From an optimization exercise on the open Yosys and OpenROAD flow, aimed at small area, a short achievable clock period and few clock cycles; shortcuts taken in it are not production practice. Only simulation tests tie the RTL to the original design; equivalence was not proved. No activity file was given, so power comes from the tool's default toggle rates.

**design.v**
```verilog
package fba_pkg;
	localparam int FRAME_NUM_BITS = 12;
	localparam logic FUNC_ALLOC = 1'b0;
	localparam logic FUNC_FREE  = 1'b1;
	localparam logic [2:0] ST_ALLOCATED    = 3'd0;
	localparam logic [2:0] ST_MAPPED       = 3'd1;
	localparam logic [2:0] ST_NO_FRAME     = 3'd2;
	localparam logic [2:0] ST_FREED        = 3'd3;
	localparam logic [2:0] ST_FREE_IGNORED = 3'd4;
endpackage
module fba_datapath #(
	parameter int NUM_FRAMES = 4096,
	parameter int WORD_BITS  = 32
) (
	input  logic                      clk,
	input  logic                      arst_n,
	input  logic                      clr,
	input  logic                      accept,
	input  logic                      func,
	input  logic [fba_pkg::FRAME_NUM_BITS-1:0] frame_number,
	input  logic                      use_hint,
	input  logic                      page_mapped,
	input  logic                      kernel_mode,
	input  logic                      writable_request,
	output logic                      done,
	output logic [2:0]                status,
	output logic [fba_pkg::FRAME_NUM_BITS-1:0] granted_frame,
	output logic                      user_access,
	output logic                      write_access
);
	localparam int NW = NUM_FRAMES / WORD_BITS;
	localparam int AW = $clog2(NW);
	localparam int BW = $clog2(WORD_BITS);
	localparam int FW = fba_pkg::FRAME_NUM_BITS;
	logic [WORD_BITS-1:0] bm [NW];
	logic [NW-1:0]        anyfree_q;
	logic                 done_q;
	logic                 func_q;
	logic                 hint_q;
	logic                 mapped_q;
	logic                 kernel_q;
	logic                 wreq_q;
	logic [FW-1:0]        frame_q;
	logic                 hbit_q;    
	logic [WORD_BITS-1:0] hword_q;   
	logic                 ffv_q;
	logic [AW-1:0]        fw_q;
	logic [BW-1:0]        fb_q;
	logic [WORD_BITS-1:0] fword_q;
	logic                 nv_q;
	logic [AW-1:0]        nw_q;
	logic [WORD_BITS-1:0] nword_q;
	logic [AW-1:0]        hrow;
	logic [BW-1:0]        hcol;
	logic                 use_h;
	logic                 wr;
	logic [NW-1:0]        row_we;
	logic [WORD_BITS-1:0] wdata;
	logic [WORD_BITS-1:0] wd;
	logic [AW-1:0]        in_row;
	logic [BW-1:0]        in_col;
	logic [WORD_BITS-1:0] in_word;
	logic                 in_bit;
	assign in_row = frame_number[BW +: AW];
	assign in_col = frame_number[BW-1:0];
	always_comb begin
		in_word = bm[in_row];
		if (clr | (wr & ((use_h ? hrow : fw_q) == in_row))) begin
			in_word = wd;
		end
		in_bit = in_word[in_col];
	end
	always_ff @(posedge clk or negedge arst_n) begin
		if (!arst_n) begin
			done_q <= 1'b0;
		end else begin
			done_q <= accept;
		end
	end
	always_ff @(posedge clk) begin
		func_q <= func;
		hint_q <= use_hint;
		mapped_q <= page_mapped;
		kernel_q <= kernel_mode;
		wreq_q <= writable_request;
		frame_q <= frame_number;
		hbit_q <= in_bit;
		hword_q <= in_word;
	end
	logic [NW-1:0]        hrow_oh;
	logic [WORD_BITS-1:0] hcol_oh;
	logic [WORD_BITS-1:0] fb_oh;
	logic [NW-1:0]        fw_oh;
	logic [NW-1:0]        nw_oh;
	logic                 is_alloc;
	logic                 is_free;
	logic                 hit;
	logic                 alloc_h;
	logic                 alloc_f;
	logic                 x_f;
	logic                 x_n;
	logic [WORD_BITS-1:0] rword;
	logic [WORD_BITS-1:0] tword;
	logic [WORD_BITS-1:0] tcol;
	assign hrow = frame_q[BW +: AW];
	assign hcol = frame_q[BW-1:0];
	always_comb begin
		for (int w = 0; w < NW; w++) begin
			hrow_oh[w] = (hrow == AW'(w));
			fw_oh[w] = (fw_q == AW'(w));
			nw_oh[w] = (nw_q == AW'(w));
		end
		for (int b = 0; b < WORD_BITS; b++) begin
			hcol_oh[b] = (hcol == BW'(b));
			fb_oh[b] = (fb_q == BW'(b));
		end
	end
	assign is_alloc = (func_q == fba_pkg::FUNC_ALLOC) & ~mapped_q;
	assign is_free = (func_q == fba_pkg::FUNC_FREE) & mapped_q;
	assign hit = hint_q & ~hbit_q;
	assign alloc_h = is_alloc & hit;
	assign alloc_f = is_alloc & ~hit & ffv_q;
	assign use_h = (func_q == fba_pkg::FUNC_FREE) | hit;
	assign wr = done_q & (is_free | alloc_h | alloc_f);
	assign x_f = ffv_q & (hrow == fw_q);
	assign x_n = nv_q & (hrow == nw_q);
	logic [NW-1:0]        m;
	logic [NW-1:0]        mbelow;
	logic [NW-1:0]        tw_oh;
	logic [AW-1:0]        tw;
	logic                 tv;
	assign m = anyfree_q & ~fw_oh & ~nw_oh;
	always_comb begin
		logic [NW-1:0] p;
		p = {m[NW-2:0], 1'b0};
		for (int s = 1; s < NW; s = s * 2) begin
			p = p | (p << s);
		end
		mbelow = p;
	end
	assign tw_oh = m & ~mbelow;
	assign tv = ffv_q & nv_q & (|m);
	always_comb begin
		tw = '0;
		for (int w = 0; w < NW; w++) begin
			tw = tw | (tw_oh[w] ? AW'(w) : '0);
		end
	end
	assign rword = bm[tw];
	always_comb begin
		if (!use_h || x_f) begin
			tword = fword_q;
		end else if (x_n) begin
			tword = nword_q;
		end else begin
			tword = hword_q;
		end
	end
	assign tcol = use_h ? hcol_oh : fb_oh;
	assign wdata = (func_q == fba_pkg::FUNC_FREE) ? (tword & ~tcol) : (tword | tcol);
	assign wd = clr ? '0 : wdata;
	always_comb begin
		for (int w = 0; w < NW; w++) begin
			row_we[w] = clr | (wr & (use_h ? hrow_oh[w] : fw_oh[w]));
		end
	end
	for (genvar w = 0; w < NW; w++) begin : g_row
		always_ff @(posedge clk) begin
			if (row_we[w]) begin
				bm[w] <= wd;
			end
		end
	end
	always_ff @(posedge clk) begin
		for (int w = 0; w < NW; w++) begin
			if (row_we[w]) begin
				anyfree_q[w] <= ~&wd;
			end
		end
	end
	logic [WORD_BITS-1:0] wzero;
	logic [WORD_BITS-1:0] wbelow;
	logic [BW-1:0]        wfb;
	logic [WORD_BITS-1:0] nzero;
	logic [WORD_BITS-1:0] nbelow;
	logic [BW-1:0]        nfb;
	logic                 wfull;
	logic                 wr_f;
	logic                 wr_n;
	logic                 below_f;
	logic                 between;
	assign wzero = ~wdata;
	assign nzero = ~nword_q;
	always_comb begin
		logic [WORD_BITS-1:0] p;
		logic [WORD_BITS-1:0] q;
		p = {wzero[WORD_BITS-2:0], 1'b0};
		q = {nzero[WORD_BITS-2:0], 1'b0};
		for (int s = 1; s < WORD_BITS; s = s * 2) begin
			p = p | (p << s);
			q = q | (q << s);
		end
		wbelow = p;
		nbelow = q;
	end
	always_comb begin
		wfb = '0;
		nfb = '0;
		for (int b = 0; b < WORD_BITS; b++) begin
			wfb = wfb | ((wzero[b] & ~wbelow[b]) ? BW'(b) : '0);
			nfb = nfb | ((nzero[b] & ~nbelow[b]) ? BW'(b) : '0);
		end
	end
	assign wfull = &wdata;
	assign wr_f = wr & (~use_h | x_f);
	assign wr_n = wr & use_h & x_n;
	assign below_f = wr & (func_q == fba_pkg::FUNC_FREE) & (~ffv_q | (hrow < fw_q));
	assign between = wr & (func_q == fba_pkg::FUNC_FREE) & ffv_q & (hrow > fw_q) &
		(~nv_q | (hrow < nw_q));
	always_ff @(posedge clk) begin
		if (clr) begin
			ffv_q <= 1'b1;
			fw_q <= '0;
			fb_q <= '0;
			fword_q <= '0;
			nv_q <= 1'b1;
			nw_q <= AW'(1);
			nword_q <= '0;
		end else if (below_f) begin
			ffv_q <= 1'b1;
			fw_q <= hrow;
			fb_q <= hcol;
			fword_q <= wdata;
			nv_q <= ffv_q;
			nw_q <= fw_q;
			nword_q <= fword_q;
		end else if (between) begin
			nv_q <= 1'b1;
			nw_q <= hrow;
			nword_q <= wdata;
		end else if (wr_f) begin
			if (wfull) begin
				ffv_q <= nv_q;
				fw_q <= nw_q;
				fb_q <= nfb;
				fword_q <= nword_q;
				nv_q <= tv;
				nw_q <= tw;
				nword_q <= rword;
			end else begin
				fb_q <= wfb;
				fword_q <= wdata;
			end
		end else if (wr_n) begin
			if (wfull) begin
				nv_q <= tv;
				nw_q <= tw;
				nword_q <= rword;
			end else begin
				nword_q <= wdata;
			end
		end
	end
	always_comb begin
		status = fba_pkg::ST_ALLOCATED;
		granted_frame = '0;
		user_access = 1'b0;
		write_access = 1'b0;
		if (func_q == fba_pkg::FUNC_ALLOC) begin
			if (mapped_q) begin
				status = fba_pkg::ST_MAPPED;
			end else if (!(hit | ffv_q)) begin
				status = fba_pkg::ST_NO_FRAME;
			end else begin
				granted_frame = hit ? frame_q : FW'({fw_q, fb_q});
				user_access = ~kernel_q;
				write_access = wreq_q;
			end
		end else begin
			status = mapped_q ? fba_pkg::ST_FREED : fba_pkg::ST_FREE_IGNORED;
		end
	end
	assign done = done_q;
endmodule
module fba_ctrl (
	input  logic clk,
	input  logic arst_n,
	input  logic start,
	output logic clr,
	output logic accept,
	output logic busy
);
	logic clr_q;
	always_ff @(posedge clk or negedge arst_n) begin
		if (!arst_n) begin
			clr_q <= 1'b1;
		end else begin
			clr_q <= 1'b0;
		end
	end
	assign clr = clr_q;
	assign busy = clr_q;
	assign accept = start & ~clr_q;
endmodule
module bitmap_frame_allocator #(
	parameter int NUM_FRAMES = 4096,
	parameter int WORD_BITS  = 32
) (
	input  logic                      clk,
	input  logic                      arst_n,
	input  logic                      start,
	output logic                      busy,
	input  logic                      func,
	input  logic [fba_pkg::FRAME_NUM_BITS-1:0] frame_number,
	input  logic                      use_hint,
	input  logic                      page_mapped,
	input  logic                      kernel_mode,
	input  logic                      writable_request,
	output logic                      done,
	output logic [2:0]                status,
	output logic [fba_pkg::FRAME_NUM_BITS-1:0] granted_frame,
	output logic                      user_access,
	output logic                      write_access
);
	logic clr;
	logic accept;
	fba_ctrl u_ctrl (
		.clk    (clk),
		.arst_n (arst_n),
		.start  (start),
		.clr    (clr),
		.accept (accept),
		.busy   (busy)
	);
	fba_datapath #(
		.NUM_FRAMES (NUM_FRAMES),
		.WORD_BITS  (WORD_BITS)
	) u_datapath (
		.clk              (clk),
		.arst_n           (arst_n),
		.clr              (clr),
		.accept           (accept),
		.func             (func),
		.frame_number     (frame_number),
		.use_hint         (use_hint),
		.page_mapped      (page_mapped),
		.kernel_mode      (kernel_mode),
		.writable_request (writable_request),
		.done             (done),
		.status           (status),
		.granted_frame    (granted_frame),
		.user_access      (user_access),
		.write_access     (write_access)
	);
endmodule
```
**run.sh**
```bash
#!/bin/bash
# synth_recipe.tcl (not shown) runs the flow's synth.tcl, then flattens the netlist and writes it again
# the make line also repeats each setting of config.mk as NAME=value (left out here)
make -C /OpenROAD-flow-scripts/flow DESIGN_CONFIG=/design/flow/config.mk WORK_HOME=/design/flow/orfs CLKGATE_MAP_FILE= SYNTH_SCRIPT=/design/flow/synth_recipe.tcl finish
```
**config.mk**
```make
export PLATFORM = sky130hd
export DESIGN_NAME = bitmap_frame_allocator
export DESIGN_NICKNAME = bitmap_frame_allocator
export VERILOG_FILES = /design/flow/design.v
export SDC_FILE = /design/flow/constraint.sdc
export NUM_CORES = 4
export LEC_CHECK = 0
export CAP_MARGIN = 20
export CORE_MARGIN = 2
export CORE_UTILIZATION = 40
export PLACE_DENSITY = 0.55
export SLEW_MARGIN = 20
```
**constraint.sdc**
```tcl
create_clock -name core_clock -period 8.0 [get_ports {clk}]
set_input_delay 1.6000 -clock core_clock [delete_from_list [all_inputs] [get_ports {clk}]]
set_output_delay 1.6000 -clock core_clock [all_outputs]
set_load 0.01 [all_outputs]
```
==> qor_table.md <==
| Group | Parameter | Value |
| --- | --- | --- |
| logic synthesis | Most common flop cell mapped by yosys | edfxtp_1 |
| status | Failing step | 5_1_grt |
| cts | Number of hold-repair buffers added at the cts stage | 0 |
| status | Run status | stopped before the end |
| floorplan | Die height | 695.3 um |
| global routing | Wire length of the first global-routing pass | 2782 mm |
| cts | Clock sinks | 4361 |
| placed design | Placed inst area | 217400 um2 |
| logic synthesis | Yosys cell types | 104 |
| logic synthesis | Flip-flop and latch count after synthesis | 4361 |
| cts | Number of setup buffers added after CTS | 0 |
| logic synthesis | Number of standard cells after synthesis | 13720 |
| logic synthesis | Mean cell area of the mapped netlist | 13.93 um2 |
| global routing | Overflow left after global routing | 211 |
| status | Err | [ERROR GRT-0116] Global routing finished with congestion. Check the congestion regions in the DRC Viewer. |
| cts | Clk Tree Root Cell | clkbuf_16 |
| placed design | Number of instances in the placed design | 20930 |
| placed design | Routability-driven placement congestion ratio | 1.247 |
| cts | CTS Buf Count | 471 |
| global routing | Total GRT Usage | 89.57% |
| global routing | Number of global-route vias before repair | 215600 |
| placed design | Count of buffers from port buffering | 38 |
| placed design | Post-placement setup slack | -0.2430 ns |
| logic synthesis | Yosys Warn Count | 3 |
| logic synthesis | Post-synthesis cell type with the largest combined area | edfxtp_1 |
| cts | Post-CTS sizing | 0 |
| logic synthesis | Area share of the largest cell type after synthesis | 66.36% |
| logic synthesis | Proportion of synthesized flip-flops having asynchronous set or reset | 0.04586% |
| logic synthesis | Net count after synthesis | 13750 |
| floorplan | Initial Utilization | 40.20% |
| logic synthesis | Portion of the post-synthesis area used by sequential elements | 67.80% |
| floorplan | Top-Level Pins | 39 |
| cts | Bufs on Longest Clock Path | 4 |
| logic synthesis | Leading post-synthesis cells by cell area | edfxtp_1 66%, a22oi_1 6.5%, a221oi_1 3.6% |
| global routing | Largest net degree at the start of global routing | 129 |
| floorplan | Chip Width | 695.3 um |
| logic synthesis | Cell area after synthesis | 191100 um2 |
| cts | CTS HTree Levels | 5 |
| placed design | Final HPWL DP | 1381 mm |
| logic synthesis | EDFF count, synth | 4224 |
| floorplan | Row cnt | 253 |
## cells in the mapped netlist (all sizes together) (15+ instances only)
cell / number
a222oi: 489
and4: 33
and2: 41
nand2b: 25
inv: 45
o21ai: 105
mux2i: 15
a311oi: 40
o31ai: 26
o22ai: 133
nor4: 261
nor2: 428
nor2b: 24
a221o: 47
a22o: 709
nand4b: 26
nand3b: 27
o221ai: 126
clkbuf: 873
or3: 57
a21oi: 183
nor3b: 16
a221oi: 786
buf: 207
a22oi: 1656
nand4: 634
a211oi: 67
a31oi: 27
o211ai: 46
or4: 41
o31a: 17
o221a: 45
a2111oi: 42
nand3: 507
nand2: 1006
edfxtp: 4224
dfxtp: 135
nor3: 255
and3: 93
## layer usage
layer / GRT overflow / GRT usage, %
met5: 6 / 77.25
met4: 81 / 84.86
met3: 33 / 85.95
met2: 71 / 94.41
met1: 20 / 90.72
## stage by stage
stage	hold WS, ns	util, %
2_1_floorplan	0.4404	-
3_3_place_gp	0.4510	45.57
3_5_place_dp	0.4574	45.73
4_1_cts	0.4651	49.10
## cell families after synthesis
| group | Yosys count | share of synthesized area, % |
|---|---|---|
| buffers and inverters | 1126 | 2.328 |
| adder cells (fa/ha/maj) | 14 | 0.09164 |
| multiplexers | 28 | 0.2140 |
| AO/OA/AOI/OAI | 4632 | 19.73 |
| XOR/XNOR | 7 | 0.03207 |
| flip-flops | 4361 | 67.80 |
| other | 1 | 0.001962 |
| AND/OR/NAND/NOR | 3549 | 9.809 |
## power by group through the flow
stage                     clock (mW)  sequential (mW)  combinational [mW]
after detailed placement           0             29.5                4.64
after CTS                       23.1             29.0                4.64
after global placement             0             29.5                4.61
after floorplan                    0             28.5                1.30
## how the worst max path moves through the flow
stage,start,endpoint,cells after the start
after detailed placement,frame_number[6],u_datapath.hbit_q,19
after floorplan,u_datapath.fw_q[1],u_datapath.anyfree_q[0],12
after global placement,frame_number[6],u_datapath.hbit_q,16
after CTS,u_datapath.nw_q[0],u_datapath.nword_q[2],23
Testbench counts, summed over its fixed seeds: cycles 18,006.
